What follows belongs to an exercise in optimizing a design on an open flow for small area, a short achievable clock period and few clock cycles per item; a production flow would make more cautious choices.
No run shown here included a check of the RTL's function; only the layout flow was run.

==> flow/design.v <==
`default_nettype none
package dtfs_pkg;
    localparam int WINDOW = 10;
    localparam int RAW_W    = 16;
    localparam int SAMPLE_W = 15;
    localparam int THRESH_W = 12;
    localparam int LEVEL_W  = 3;
    localparam int HOLD_W   = 4;
    localparam int DIFF_W   = 16;    
    localparam int DSUM_W   = 20;    
    localparam logic [LEVEL_W-1:0] LVL_OFF   = 3'd0;
    localparam logic [LEVEL_W-1:0] LVL_ONE   = 3'd1;
    localparam logic [LEVEL_W-1:0] LVL_TWO   = 3'd2;
    localparam logic [LEVEL_W-1:0] LVL_THREE = 3'd3;
    localparam logic [LEVEL_W-1:0] LVL_FULL  = 3'd4;
    localparam logic [1:0] CAP_NONE = 2'b00;
    localparam logic [1:0] CAP_LOW  = 2'b01;
    localparam logic [1:0] CAP_HIGH = 2'b10;
    localparam logic [1:0] CAP_BOTH = 2'b11;
    localparam logic [THRESH_W-1:0] LEVEL1_RST = 12'd16;
    localparam logic [THRESH_W-1:0] LEVEL2_RST = 12'd32;
    localparam logic [THRESH_W-1:0] LEVEL3_RST = 12'd48;
    localparam logic [THRESH_W-1:0] LEVEL4_RST = 12'd64;
    function automatic logic [4:0] oh_mod5(input logic [3:0] n);
        logic [4:0] v;
        case (n)
            4'd0: v = 5'b00001;
            4'd1: v = 5'b00010;
            4'd2: v = 5'b00100;
            4'd3: v = 5'b01000;
            4'd4: v = 5'b10000;
            4'd5: v = 5'b00001;
            4'd6: v = 5'b00010;
            4'd7: v = 5'b00100;
            4'd8: v = 5'b01000;
            4'd9: v = 5'b10000;
            4'd10: v = 5'b00001;
            4'd11: v = 5'b00010;
            4'd12: v = 5'b00100;
            4'd13: v = 5'b01000;
            4'd14: v = 5'b10000;
            4'd15: v = 5'b00001;
            default: v = 5'b00001;
        endcase
        oh_mod5 = v;
    endfunction
    function automatic logic [4:0] oh_add5(input logic [4:0] r, input logic [4:0] m);
        logic [4:0] v;
        for (int k = 0; k < 5; k++)
        begin
            v[k] = 1'b0;
            for (int i = 0; i < 5; i++)
                v[k] = v[k] | (r[i] & m[(k + 5 - i) % 5]);
        end
        oh_add5 = v;
    endfunction
    function automatic logic [4:0] oh_step(input logic [4:0] r, input logic z);
        logic [4:0] d;
        d = {r[2], r[4], r[1], r[3], r[0]};
        oh_step = z ? {d[3:0], d[4]} : d;
    endfunction
    function automatic logic q_step(input logic [4:0] r, input logic z);
        q_step = r[3] | r[4] | (r[2] & z);
    endfunction
    function automatic logic [3:0] div5_digit(input logic [4:0] r, input logic [3:0] n);
        logic [4:0] r2;
        logic [4:0] r1;
        logic [4:0] r0;
        r2 = oh_step(r, n[3]);
        r1 = oh_step(r2, n[2]);
        r0 = oh_step(r1, n[1]);
        div5_digit = {q_step(r, n[3]), q_step(r2, n[2]), q_step(r1, n[1]), q_step(r0, n[0])};
    endfunction
    function automatic logic [2:0] mod5_small(input logic [5:0] t);
        logic [2:0] v;
        case (t)
            6'd0: v = 3'd0;
            6'd1: v = 3'd1;
            6'd2: v = 3'd2;
            6'd3: v = 3'd3;
            6'd4: v = 3'd4;
            6'd5: v = 3'd0;
            6'd6: v = 3'd1;
            6'd7: v = 3'd2;
            6'd8: v = 3'd3;
            6'd9: v = 3'd4;
            6'd10: v = 3'd0;
            6'd11: v = 3'd1;
            6'd12: v = 3'd2;
            6'd13: v = 3'd3;
            6'd14: v = 3'd4;
            6'd15: v = 3'd0;
            6'd16: v = 3'd1;
            6'd17: v = 3'd2;
            6'd18: v = 3'd3;
            6'd19: v = 3'd4;
            6'd20: v = 3'd0;
            6'd21: v = 3'd1;
            6'd22: v = 3'd2;
            6'd23: v = 3'd3;
            6'd24: v = 3'd4;
            6'd25: v = 3'd0;
            6'd26: v = 3'd1;
            6'd27: v = 3'd2;
            6'd28: v = 3'd3;
            6'd29: v = 3'd4;
            6'd30: v = 3'd0;
            6'd31: v = 3'd1;
            6'd32: v = 3'd2;
            6'd33: v = 3'd3;
            6'd34: v = 3'd4;
            6'd35: v = 3'd0;
            6'd36: v = 3'd1;
            6'd37: v = 3'd2;
            6'd38: v = 3'd3;
            6'd39: v = 3'd4;
            6'd40: v = 3'd0;
            6'd41: v = 3'd1;
            6'd42: v = 3'd2;
            6'd43: v = 3'd3;
            6'd44: v = 3'd4;
            6'd45: v = 3'd0;
            6'd46: v = 3'd1;
            6'd47: v = 3'd2;
            6'd48: v = 3'd3;
            6'd49: v = 3'd4;
            6'd50: v = 3'd0;
            6'd51: v = 3'd1;
            6'd52: v = 3'd2;
            default: v = '0;
        endcase
        mod5_small = v;
    endfunction
    function automatic logic [2:0] mod5_add(input logic [2:0] x, input logic [3:0] y);
        mod5_add = mod5_small(6'(x) + 6'(y));
    endfunction
    function automatic logic [2:0] mod5_15(input logic [14:0] v);
        mod5_15 = mod5_small(6'(v[14:12]) + 6'(v[11:8]) + 6'(v[7:4]) + 6'(v[3:0]));
    endfunction
endpackage
`default_nettype wire
`default_nettype none
import dtfs_pkg::*;
module dtfs_datapath
(
    input  wire logic                   clk,
    input  wire logic                   rst_n,
    input  wire logic                   wr_en,
    input  wire logic [RAW_W-1:0]       sample_a,
    input  wire logic [RAW_W-1:0]       sample_b,
    output logic signed [DSUM_W-1:0]    e_val
);
    logic [SAMPLE_W-1:0]      clamp_a;
    logic [SAMPLE_W-1:0]      clamp_b;
    logic signed [DIFF_W-1:0] in_d;
    logic                     in_p;
    logic [2:0]               in_m;
    localparam int ENT_W = DIFF_W + 4;
    logic [ENT_W-1:0]         ent0_reg;
    logic [WINDOW-1:1][ENT_W-1:0] ent_reg;
    logic [ENT_W-1:0]         ent_last;
    logic [3:0]               fill_reg;
    logic                     old_ok;
    logic signed [DSUM_W-1:0] dsum_reg;
    logic                     rp_reg;
    logic [2:0]               rm_reg;
    logic signed [DIFF_W-1:0] new_d;
    logic                     new_p;
    logic [2:0]               new_m;
    logic signed [DIFF_W-1:0] old_d;
    logic                     old_p;
    logic [2:0]               old_m;
    logic                     w_p;
    logic [2:0]               w_m;
    logic [3:0]               w_rb;
    assign clamp_a = sample_a[RAW_W-1] ? '0 : sample_a[SAMPLE_W-1:0];
    assign clamp_b = sample_b[RAW_W-1] ? '0 : sample_b[SAMPLE_W-1:0];
    assign in_d    = DIFF_W'(clamp_a) - DIFF_W'(clamp_b);
    assign in_p    = clamp_b[0];
    assign in_m    = sample_b[RAW_W-1] ? 3'd0 : dtfs_pkg::mod5_15(sample_b[SAMPLE_W-1:0]);
    always_ff @(posedge clk or negedge rst_n)
    begin
        if (!rst_n)
            ent0_reg <= '0;
        else if (wr_en)
            ent0_reg <= {in_d, in_p, in_m};
    end
    always_ff @(posedge clk)
    begin
        if (wr_en)
            ent_reg <= {ent_reg[WINDOW-2:1], ent0_reg};
    end
    always_ff @(posedge clk or negedge rst_n)
    begin
        if (!rst_n)
            fill_reg <= '0;
        else if (wr_en && (fill_reg != 4'(WINDOW)))
            fill_reg <= fill_reg + 4'd1;
    end
    assign old_ok = (fill_reg == 4'(WINDOW));
    assign new_d  = ent0_reg[ENT_W-1:4];
    assign new_p  = ent0_reg[3];
    assign new_m  = ent0_reg[2:0];
    assign ent_last = old_ok ? ent_reg[WINDOW-1] : '0;
    assign old_d    = ent_last[ENT_W-1:4];
    assign old_p    = ent_last[3];
    assign old_m    = ent_last[2:0];
    always_ff @(posedge clk or negedge rst_n)
    begin
        if (!rst_n)
        begin
            dsum_reg <= '0;
            rp_reg   <= 1'b0;
            rm_reg   <= '0;
        end
        else if (wr_en)
        begin
            dsum_reg <= dsum_reg + DSUM_W'(new_d) - DSUM_W'(old_d);
            rp_reg   <= rp_reg ^ new_p ^ old_p;
            rm_reg   <= dtfs_pkg::mod5_add(dtfs_pkg::mod5_add(rm_reg, 4'(new_m)), 4'(3'd5 - old_m));
        end
    end
    assign w_p  = rp_reg ^ new_p;
    assign w_m  = dtfs_pkg::mod5_add(rm_reg, 4'(new_m));
    assign w_rb = 4'(w_m) + (((w_m[0] ^ w_p) != 1'b0) ? 4'd5 : 4'd0);
    assign e_val = dsum_reg + DSUM_W'(new_d) + DSUM_W'(w_rb);
endmodule
`default_nettype wire
`default_nettype none
import dtfs_pkg::*;
module differential_temp_fan_stepper_core
(
    input  wire logic        clk,
    input  wire logic        rst_n,
    input  wire logic        sensor_valid,
    output logic             sensor_ready,
    input  wire logic [15:0] sensor_sample_a,
    input  wire logic [15:0] sensor_sample_b,
    output logic             status_valid,
    input  wire logic        status_ready,
    output logic [2:0]       status_fan_level,
    output logic             status_level_changed,
    output logic             status_compared,
    output logic [14:0]      status_average_difference,
    output logic             status_relay_low_cap,
    output logic             status_relay_high_cap,
    output logic             status_main_relay,
    input  wire logic        cfg_valid,
    output logic             cfg_ready,
    input  wire logic [3:0]  cfg_index,
    input  wire logic [15:0] cfg_data
);
    logic [THRESH_W-1:0] thr_reg [4];
    logic                in_fire;
    logic                adv;
    logic                rdy_reg;
    logic                pend_reg;      
    logic                skid_v_reg;
    logic signed [DSUM_W-1:0] skid_reg;
    logic signed [DSUM_W-1:0] e_val;
    logic                e_v_reg;
    logic signed [DSUM_W-1:0] e_reg;
    logic [DSUM_W-2:0]   y;
    logic [4:0]          r3;       
    logic [4:0]          r2;
    logic [4:0]          r1;
    logic [4:0]          r0;
    logic [15:0]         quot;
    logic                q_v_reg;
    logic [SAMPLE_W-1:0] q_reg;
    logic                q_neg_reg;
    logic [SAMPLE_W-1:0] diff;
    logic [3:0]          gt;
    logic [LEVEL_W-1:0]  new_level;
    logic [1:0]          cap_next;
    logic [HOLD_W-1:0]   hold_step;
    logic                cmp;
    logic                chg;
    logic [HOLD_W-1:0]   hold_reg;
    logic [LEVEL_W-1:0]  level_reg;
    logic [1:0]          cap_reg;
    logic                main_reg;
    logic                out_valid_reg;
    logic                out_chg_reg;
    logic                out_cmp_reg;
    logic [SAMPLE_W-1:0] out_diff_reg;
    assign sensor_ready = rdy_reg;
    assign in_fire      = sensor_valid && rdy_reg;
    assign adv          = !out_valid_reg || status_ready;
    assign cfg_ready = 1'b1;
    always_ff @(posedge clk or negedge rst_n)
    begin
        if (!rst_n)
        begin
            thr_reg[0] <= LEVEL1_RST;
            thr_reg[1] <= LEVEL2_RST;
            thr_reg[2] <= LEVEL3_RST;
            thr_reg[3] <= LEVEL4_RST;
        end
        else if (cfg_valid && (cfg_index[3:2] == 2'b00))
            thr_reg[cfg_index[1:0]] <= cfg_data[THRESH_W-1:0];
    end
    dtfs_datapath u_datapath (
        .clk      (clk),
        .rst_n    (rst_n),
        .wr_en    (in_fire),
        .sample_a (sensor_sample_a),
        .sample_b (sensor_sample_b),
        .e_val    (e_val)
    );
    always_ff @(posedge clk or negedge rst_n)
    begin
        if (!rst_n)
        begin
            rdy_reg    <= 1'b1;
            pend_reg   <= 1'b0;
            skid_v_reg <= 1'b0;
            e_v_reg    <= 1'b0;
        end
        else if (adv)
        begin
            e_v_reg <= skid_v_reg || pend_reg;
            rdy_reg <= 1'b1;
            if (skid_v_reg)
                skid_v_reg <= 1'b0;
            else
                pend_reg <= in_fire;
        end
        else if (in_fire)
        begin
            pend_reg <= 1'b1;
            if (pend_reg)
            begin
                skid_v_reg <= 1'b1;
                rdy_reg    <= 1'b0;
            end
        end
    end
    always_ff @(posedge clk)
    begin
        if (!adv && in_fire && pend_reg)
            skid_reg <= e_val;
        if (adv)
            e_reg <= skid_v_reg ? skid_reg : e_val;
    end
    assign y = e_reg[DSUM_W-2:0] ^ {(DSUM_W-1){e_reg[DSUM_W-1]}};
    assign r3 = (y[18:17] == 2'd0) ? 5'b00001 : (y[18:17] == 2'd1) ? 5'b00010 : 5'b00100;
    assign r2 = dtfs_pkg::oh_add5(r3, dtfs_pkg::oh_mod5(y[16:13]));
    assign r1 = dtfs_pkg::oh_add5(r2, dtfs_pkg::oh_mod5(y[12:9]));
    assign r0 = dtfs_pkg::oh_add5(r1, dtfs_pkg::oh_mod5(y[8:5]));
    assign quot[15:12] = dtfs_pkg::div5_digit(r3, y[16:13]);
    assign quot[11:8]  = dtfs_pkg::div5_digit(r2, y[12:9]);
    assign quot[7:4]   = dtfs_pkg::div5_digit(r1, y[8:5]);
    assign quot[3:0]   = dtfs_pkg::div5_digit(r0, y[4:1]);
    always_ff @(posedge clk or negedge rst_n)
    begin
        if (!rst_n)
            q_v_reg <= 1'b0;
        else if (adv)
            q_v_reg <= e_v_reg;
    end
    always_ff @(posedge clk)
    begin
        if (adv)
        begin
            q_reg     <= quot[SAMPLE_W-1:0];
            q_neg_reg <= e_reg[DSUM_W-1];
        end
    end
    assign diff = q_reg + SAMPLE_W'(q_neg_reg);
    logic [16:0] gt_sum [4];
    always_comb
    begin
        for (int i = 0; i < 4; i++)
        begin
            gt_sum[i] = {2'b00, q_reg} + {1'b0, ~{4'b0000, thr_reg[i]}} + 17'(q_neg_reg);
            gt[i]     = gt_sum[i][16];
        end
    end
    always_comb
    begin
        if (gt[3])
            new_level = LVL_FULL;
        else if (gt[2])
            new_level = LVL_THREE;
        else if (gt[1])
            new_level = LVL_TWO;
        else if (gt[0])
            new_level = LVL_ONE;
        else
            new_level = LVL_OFF;
    end
    always_comb
    begin
        case (new_level)
            LVL_ONE:   cap_next = CAP_LOW;
            LVL_TWO:   cap_next = CAP_HIGH;
            LVL_THREE: cap_next = CAP_BOTH;
            LVL_FULL:  cap_next = CAP_NONE;
            default:   cap_next = cap_reg;
        endcase
    end
    assign hold_step = ((hold_reg == '0) || (hold_reg == HOLD_W'(WINDOW))) ? '0
                                                                         : (hold_reg + HOLD_W'(1));
    assign cmp = (hold_step == '0);
    assign chg = cmp && (new_level != level_reg);
    always_ff @(posedge clk or negedge rst_n)
    begin
        if (!rst_n)
        begin
            out_valid_reg <= 1'b0;
            hold_reg      <= HOLD_W'(1);
            level_reg     <= LVL_OFF;
            cap_reg       <= CAP_NONE;
            main_reg      <= 1'b0;
        end
        else if (adv)
        begin
            out_valid_reg <= q_v_reg;
            if (q_v_reg)
            begin
                hold_reg <= chg ? HOLD_W'(1) : hold_step;
                if (chg)
                begin
                    level_reg <= new_level;
                    cap_reg   <= cap_next;
                    main_reg  <= (new_level != LVL_OFF);
                end
            end
        end
    end
    always_ff @(posedge clk)
    begin
        if (adv)
        begin
            out_chg_reg  <= chg;
            out_cmp_reg  <= cmp;
            out_diff_reg <= cmp ? diff : '0;
        end
    end
    assign status_valid              = out_valid_reg;
    assign status_fan_level          = level_reg;
    assign status_level_changed      = out_chg_reg;
    assign status_compared           = out_cmp_reg;
    assign status_average_difference = out_diff_reg;
    assign status_relay_low_cap      = cap_reg[0];
    assign status_relay_high_cap     = cap_reg[1];
    assign status_main_relay         = main_reg;
endmodule
`default_nettype wire
==> flow/run.sh <==
#!/bin/bash
# synth_recipe.tcl (not shown) runs the flow's synth.tcl, then flattens the netlist and writes it again
# the make line also repeats each setting of config.mk as NAME=value (left out here)
make -C /OpenROAD-flow-scripts/flow DESIGN_CONFIG=/design/flow/config.mk WORK_HOME=/design/flow/orfs CLKGATE_MAP_FILE= SYNTH_SCRIPT=/design/flow/synth_recipe.tcl finish
==> flow/config.mk <==
export PLATFORM = sky130hd
export DESIGN_NAME = differential_temp_fan_stepper_core
export DESIGN_NICKNAME = differential_temp_fan_stepper_core
export VERILOG_FILES = /design/flow/design.v
export SDC_FILE = /design/flow/constraint.sdc
export NUM_CORES = 4
export LEC_CHECK = 0
export ABC_AREA = 1
export CAP_MARGIN = 20
export CORE_MARGIN = 2
export CORE_UTILIZATION = 40
export SLEW_MARGIN = 20
==> flow/constraint.sdc <==
create_clock -name core_clock -period 8.0 [get_ports {clk}]
set_input_delay 1.6000 -clock core_clock [delete_from_list [all_inputs] [get_ports {clk}]]
set_output_delay 1.6000 -clock core_clock [all_outputs]
set_load 0.01 [all_outputs]
==> impl_metrics.env, run 1 <==
export IMPL_status="complete, no violations"
export IMPL_stdcell_area_sq_mm=0.02300
export IMPL_drive_gt1_share_pct=5.353
export IMPL_pin_count=83
export IMPL_ys_seq_area_share_pct=51.28
export IMPL_die_area_sq_mm=0.05226
export IMPL_max_slew_margin_pct=35.58
export IMPL_core_sq_mm=0.04997
export IMPL_grt_pass1_vias=13990
export IMPL_drv_slew=0
export IMPL_rsz0062_at_grt="no"
export IMPL_num_nets_final=2434
export IMPL_die_h_um=228.6
export IMPL_drtIter0Drc=835
export IMPL_mappedNetlistNets=2345
export IMPL_antenna_found_initial=0
export IMPL_grt_pass1_wl_um=66990
export IMPL_vias_per_cell=4.883
export IMPL_num_fill_cells=4722
export IMPL_finalCritPeriodShare_pct=78.54
export IMPL_routed_via_count=14140
export IMPL_crit_path_top_delay_cell="fa_1"
export IMPL_whs_ps=414.4
export IMPL_finalSetupViolCount=0
export IMPL_fmax_ghz=0.1592
export IMPL_hold_buffers=0
export IMPL_hp_class="reg -> reg"
export IMPL_grt_start_max_net_pins=127
export IMPL_grt_overflow=0
export IMPL_avgSynthCellArea_sq_um=9.601
export IMPL_port_buffers=77
export IMPL_syn2layout_area_growth_pct=13.98
export IMPL_cts_resized=0
export IMPL_wl_per_cell_um=13.73
export IMPL_gp_congestion=0.8815
export IMPL_cp_required_ps=8300
export IMPL_yosysWarnings=4
export IMPL_start_util_pct=40.39
export IMPL_grt_total_usage_pct=15.40
export IMPL_drc=0
export IMPL_tightest_slew_ps=963.6
export IMPL_chipWidth_um=228.6
export IMPL_skew_ps=23.00
export IMPL_cp_max_fo=6
export IMPL_maxCapViolations=0
export IMPL_cts_setup_buffers=0
export IMPL_largest_reg_flops=180
export IMPL_rows=82
export IMPL_wl_um=39760
export IMPL_clk_path_buf_depth=3
export IMPL_synth_top_area_cell="edfxtp_1"
export IMPL_synthFlopType="edfxtp_1"
export IMPL_antenna_left=0
export IMPL_final_cell_mix="nand2_1, inv_1, edfxtp_1"
export IMPL_cpMostUsedCell="nand2_1"
export IMPL_multi_input_area_sq_mm=0.008411
export IMPL_ys_seq_elements=363
export IMPL_cts_root_buf="clkbuf_16"
export IMPL_final_common_cell="nand2_1"
export IMPL_place_area_sq_mm=0.02166
export IMPL_htree_num_levels=2
export IMPL_finalCriticalPeriod_ps=6283
export IMPL_cts_reportedPaths_clkPinSlew_ps=60
export IMPL_async_reset_ff_share_pct=30.85
export IMPL_synth_area_sq_mm=0.02018
export IMPL_regArea_sq_mm=0.01035
export IMPL_numCtsBuffers=40
export IMPL_ys_types=62
export IMPL_cpPeakStageDelay_ps=490
export IMPL_end_kind="flip-flop"
export IMPL_cts_sinks=363
export IMPL_cts_tree="done"
export IMPL_ys_top_cells_by_area="edfxtp_1, dfrtp_1, ha_1, nand2_1, inv_1"
export IMPL_synthCells=2102
export IMPL_start_kind="flip-flop"
export IMPL_synth_edff_count=251
export IMPL_dr_pass1_iters=6
export IMPL_criticalPathCategory="reg -> reg"
export IMPL_fin_tns_setup_ps=0
export IMPL_cp_arrival_ps=6590
export IMPL_synth_top_area_share_pct=37.35
export IMPL_n_antenna_cell=0
export IMPL_clk_latency_ps=560
export IMPL_dpl_hpwl_um=28490
export IMPL_final_hold_viol_count=0
==> worst max-delay path, delay by kind of cell (launching register included) <==
| kind | cells | cell delay [ps] |
|---|---|---|
| fa+ha+maj | 6 | 2120 |
| simple gates | 15 | 1560 |
| compound gates | 5 | 1330 |
| flops | 1 | 400 |
| buf+inv | 4 | 370 |
| xor+xnor | 1 | 240 |
==> area by class of cell <==
cell class	instances	share of cell area [%]
Sequential cell	363	44.99
Multi-Input combinational cell	1372	36.56
Inverter	331	5.434
Clock buffer	49	4.678
Tap cell	672	3.655
Timing Repair Buffer	83	3.536
Clock inverter	25	1.142
==> cells in the mapped netlist, types with 5 or more instances <==
cell / number
clkbuf_1: 26
nor2_1: 136
edfxtp_1: 251
a211oi_1: 5
nor3_1: 19
o21ai_0: 168
a31oi_1: 17
ha_1: 154
fa_1: 32
dfstp_2: 7
nand4_1: 16
xor2_1: 42
dfrtp_1: 105
o211ai_1: 16
nor3b_1: 6
o21ai_1: 11
nand3_1: 92
nor2_2: 5
nand3_2: 8
nand2_1: 466
inv_1: 326
o22ai_1: 5
xnor2_1: 27
a21oi_1: 90
==> final timing paths <==
| path | startpoint | slack (ps) | end | cells after the start |
|---|---|---|---|---|
| min reg2reg | u_datapath.ent_reg[45] | 410 | u_datapath.ent_reg[65] | 0 |
| max reg2reg | u_datapath.ent0_reg[0] | 1720 | skid_reg[19] | 31 |
| max | u_datapath.ent0_reg[0] | 1720 | skid_reg[19] | 31 |
| max in group asynchronous | rst_n | 5540 | u_datapath.dsum_reg[19] | 2 |
| min | u_datapath.ent_reg[45] | 410 | u_datapath.ent_reg[65] | 0 |
| min in group asynchronous | rst_n | 1140 | thr_reg[2][2] | 1 |
==> per-stage QoR <==
step           std cells  utilization [%]  setup slack, ps
2_1_floorplan       2102                -            358.9
3_3_place_gp        2821            43.36             1839
3_5_place_dp        2821            43.36             1749
4_1_cts             2895            46.04             1736
5_1_grt             2895            46.04             1180
6_report            2895            46.04             1717
==> metal layers <==
layer | track usage [%] | vias up | part of all wire, %
met2 | 25.72 | 275 | 47
met1 | 20.32 | 6603 | 47
met5 | 0 | - | 0
met4 | 5.167 | 0 | 2.7
li1 | - | 7190 | -
met3 | 2.620 | 69 | 4.0
==> logic make-up (layout without fill, tap and decap cells) <==
group | after synthesis | after routing | synth area share [%]
and+or+nand+nor | 765 | 765 | 15.82
adders and majority gates | 186 | 186 | 12.72
DFF | 363 | 363 | 51.28
xor gates and xnor gates | 75 | 75 | 3.534
buffers and inverters | 367 | 488 | 7.056
AOI/OAI and AO/OA | 343 | 343 | 9.449
other | 1 | 1 | 0.01858
muxes | 2 | 2 | 0.1178
==> run 2: changes to the inputs <==
--- a/flow/config.mk
+++ b/flow/config.mk
@@ -5,7 +5,6 @@
 export SDC_FILE = /design/flow/constraint.sdc
 export NUM_CORES = 4
 export LEC_CHECK = 0
-export ABC_AREA = 1
 export CAP_MARGIN = 20
 export CORE_MARGIN = 2
 export CORE_UTILIZATION = 40
==> run 2 against run 1 <==
Net effect: critical path depth is 8 lower; critical endpoint is now e_reg[19]; sequential share of layout area is 1.6 points lower; sequential cell count stayed put; maximum frequency is 2.5% lower.
==> impl_metrics.env, run 2 <==
export IMPL_ys_types=95
export IMPL_grt_total_usage_pct=16.04
export IMPL_hp_class="reg -> reg"
export IMPL_finalSetupViolCount=0
export IMPL_placed_cells_incl_taps=2656
export IMPL_clk_latency_ps=580
export IMPL_ys_top_cells_by_area="edfxtp_1, dfrtp_1, ha_1, inv_1, nand2_1"
export IMPL_start_kind="flip-flop"
export IMPL_cts_resized=0
export IMPL_final_common_cell="edfxtp_1"
export IMPL_drv_slew=0
export IMPL_cp_max_fo=6
export IMPL_drc=0
export IMPL_fin_tns_setup_ps=0
export IMPL_grt_start_max_net_pins=100
export IMPL_finalCriticalPeriod_ps=6446
export IMPL_core_sq_mm=0.05161
export IMPL_ys_seq_area_share_pct=49.25
export IMPL_start_util_pct=40.71
export IMPL_fmax_ghz=0.1551
export IMPL_cp_required_ps=8330
export IMPL_clk_path_buf_depth=3
export IMPL_numCtsBuffers=41
export IMPL_largest_reg_flops=180
export IMPL_die_area_sq_mm=0.05438
export IMPL_cts_tree="done"
export IMPL_rows=83
export IMPL_hold_buffers=0
export IMPL_synth_top_area_share_pct=35.87
export IMPL_max_slew_margin_pct=37.85
export IMPL_htree_num_levels=2
export IMPL_place_area_sq_mm=0.02241
export IMPL_end_kind="flip-flop"
export IMPL_yosysMostFrequentCell="edfxtp_1"
export IMPL_port_buffers=77
export IMPL_synth_edff_count=251
export IMPL_cts_setup_buffers=0
export IMPL_synthCells=1949
export IMPL_n_antenna_cell=0
export IMPL_status="complete, no violations"
export IMPL_grt_pass1_wl_um=70410
export IMPL_grt_overflow=0
export IMPL_grt_pass1_vias=14160
export IMPL_num_nets_final=2263
export IMPL_drtIter0Drc=902
export IMPL_synth_area_sq_mm=0.02101
export IMPL_synth_top_area_cell="edfxtp_1"
export IMPL_cts_root_buf="clkbuf_16"
export IMPL_synth_commonest_cells="edfxtp_1, inv_1, nand2_1"
export IMPL_cts_sinks=363
export IMPL_criticalPathCategory="reg -> reg"
export IMPL_cts_reportedPaths_clkPinSlew_ps=60
export IMPL_dpl_hpwl_um=30520
export IMPL_skew_ps=18.22
export IMPL_gp_congestion=0.8457
export IMPL_stdcell_count=2732
export IMPL_die_h_um=233.2
export IMPL_syn2layout_area_growth_pct=13.63
export IMPL_antenna_found_initial=0
export IMPL_tightest_slew_ps=932.2
export IMPL_async_reset_ff_share_pct=30.85
export IMPL_cp_arrival_ps=6770
export IMPL_stdcell_area_sq_mm=0.02388
export IMPL_finalCritPeriodShare_pct=80.58
export IMPL_avgSynthCellArea_sq_um=10.78
export IMPL_wl_um=42890
export IMPL_final_hold_viol_count=0
export IMPL_ys_seq_elements=363
export IMPL_drive_gt1_share_pct=8.285
export IMPL_routed_via_count=14330
export IMPL_final_cell_mix="edfxtp_1, inv_1, nand2_1"
export IMPL_wl_per_cell_um=15.70
export IMPL_vias_per_cell=5.247
export IMPL_dr_pass1_iters=5
export IMPL_mappedNetlistNets=2192
export IMPL_rsz0062_at_grt="no"
export IMPL_synthFlopType="edfxtp_1"
export IMPL_chipWidth_um=233.2
export IMPL_pin_count=83
export IMPL_maxCapViolations=0
export IMPL_antenna_left=0
export IMPL_yosysWarnings=4
[run 2: cell types whose count changed after synthesis, sizes merged, moves of 12 or more]
cell,delta
nand2,-278
inv,-135
nand3,-61
o21ai,-45
mux2,+44
nand2b,+35
nor2b,+35
a21o,+32
and2,+26
xnor2,+21
buf,+16
and3,+14
o31ai,+12
[run 2: cell type report]
| cell class | instances | area, sq um |
|---|---|---|
| fill | 4783 | 27740 |
| sequential | 363 | 10350 |
| multi-input combinational | 1330 | 9609 |
| clock buffer | 49 | 1107 |
| timing repair buffer | 90 | 877.1 |
| tap | 680 | 850.8 |
| inverter | 194 | 733.2 |
| clock inverter | 26 | 349.1 |
[run 2: routing by layer]
metal	share of wire, %	global-route usage, %	up-vias	routed length, um
met5	0	0	-	0
met4	2.7	5.792	0	1172
met3	3.7	2.429	77	1597
met2	50	28.56	287	21440
met1	44	19.63	6895	18680
li1	-	-	7075	-
[run 2: cell families after synthesis]
| logic type | count (synthesis) | synth area share (%) |
|---|---|---|
| and+or+nand+nor | 566 | 13.17 |
| DFF | 363 | 49.25 |
| adders and majority gates | 186 | 12.22 |
| AOI/OAI and AO/OA | 436 | 13.49 |
| xor gates and xnor gates | 86 | 3.674 |
| other | 1 | 0.01785 |
| buffers and inverters | 256 | 5.062 |
| muxes | 55 | 3.120 |
[run 2: stage by stage]
| step | hold slack, ps | setup slack, ps | utilization [%] |
|---|---|---|---|
| 2_1_floorplan | 400.3 | 947.9 | - |
| 3_3_place_gp | 401.1 | 1690 | 43.39 |
| 3_5_place_dp | 404.5 | 1523 | 43.41 |
| 4_1_cts | 415.8 | 1506 | 46.24 |
| 5_1_grt | 419.2 | 958.4 | 46.26 |
| 6_report | 413.4 | 1554 | 46.26 |
[run 2: final timing paths]
path	cells past startpoint	end	slack [ps]	start
max reg2reg	23	e_reg[19]	1550	u_datapath.ent0_reg[0]
min in group asynchronous	1	hold_reg[2]	1080	rst_n
max	23	e_reg[19]	1550	u_datapath.ent0_reg[0]
min	0	u_datapath.ent_reg[160]	410	u_datapath.ent_reg[140]
max in group asynchronous	2	u_datapath.ent0_reg[4]	5560	rst_n
min reg2reg	0	u_datapath.ent_reg[160]	410	u_datapath.ent_reg[140]
[run 2: worst max-delay path, stage by stage, from the launching register on]
cell	delay [ps]
dfrtp_1	400
ha_1	220
fa_1	380
xnor2_1	480
mux4_2	640
ha_1	340
inv_1	50
ha_1	300
a31oi_1	110
fa_1	510
inv_1	40
ha_1	320
nor2b_1	140
o21ai_0	210
a21boi_0	150
o21ai_0	240
a21oi_1	180
a211oi_1	260
o21bai_1	130
a21o_1	210
a211oi_1	340
a21oi_1	140
xnor2_1	160
mux2_2	270

separate check: timing with driven ports:
No port has a modelled driver above. Below, the same layouts with a new extraction and two added sets of constraints. Step 1 sets driving cells, clkbuf_16 on the clock port and buf_2 on the other inputs (assumed; they add their load-dependent delay and slew). Step 2 moves the port delays by t, midway between the first and last clock arrival at a register: inputs arrive t later, outputs are due t later. That takes back most of the time a late clock gives input paths. a / b / c = ideal / step 1 / step 2; a / b = the first two.
run | shift t [ns] | setup slack, ns | worst register clock-pin slew, ns | worst slew at a driven data input, ns | pins driven straight from the clock port
run 1 | 0.602 | 1.717 / 1.717 / 1.717 | 0.06 / 0.06 | 0.04 | 1
run 2 | 0.625 | 1.554 / 1.553 / 1.553 | 0.06 / 0.06 | 0.05 | 1
After both steps setup and hold are still met in every run listed. For run 2, which loses most, drivers alone change the setup slack by -0.001 ns; drivers and shift together by -0.001 ns.
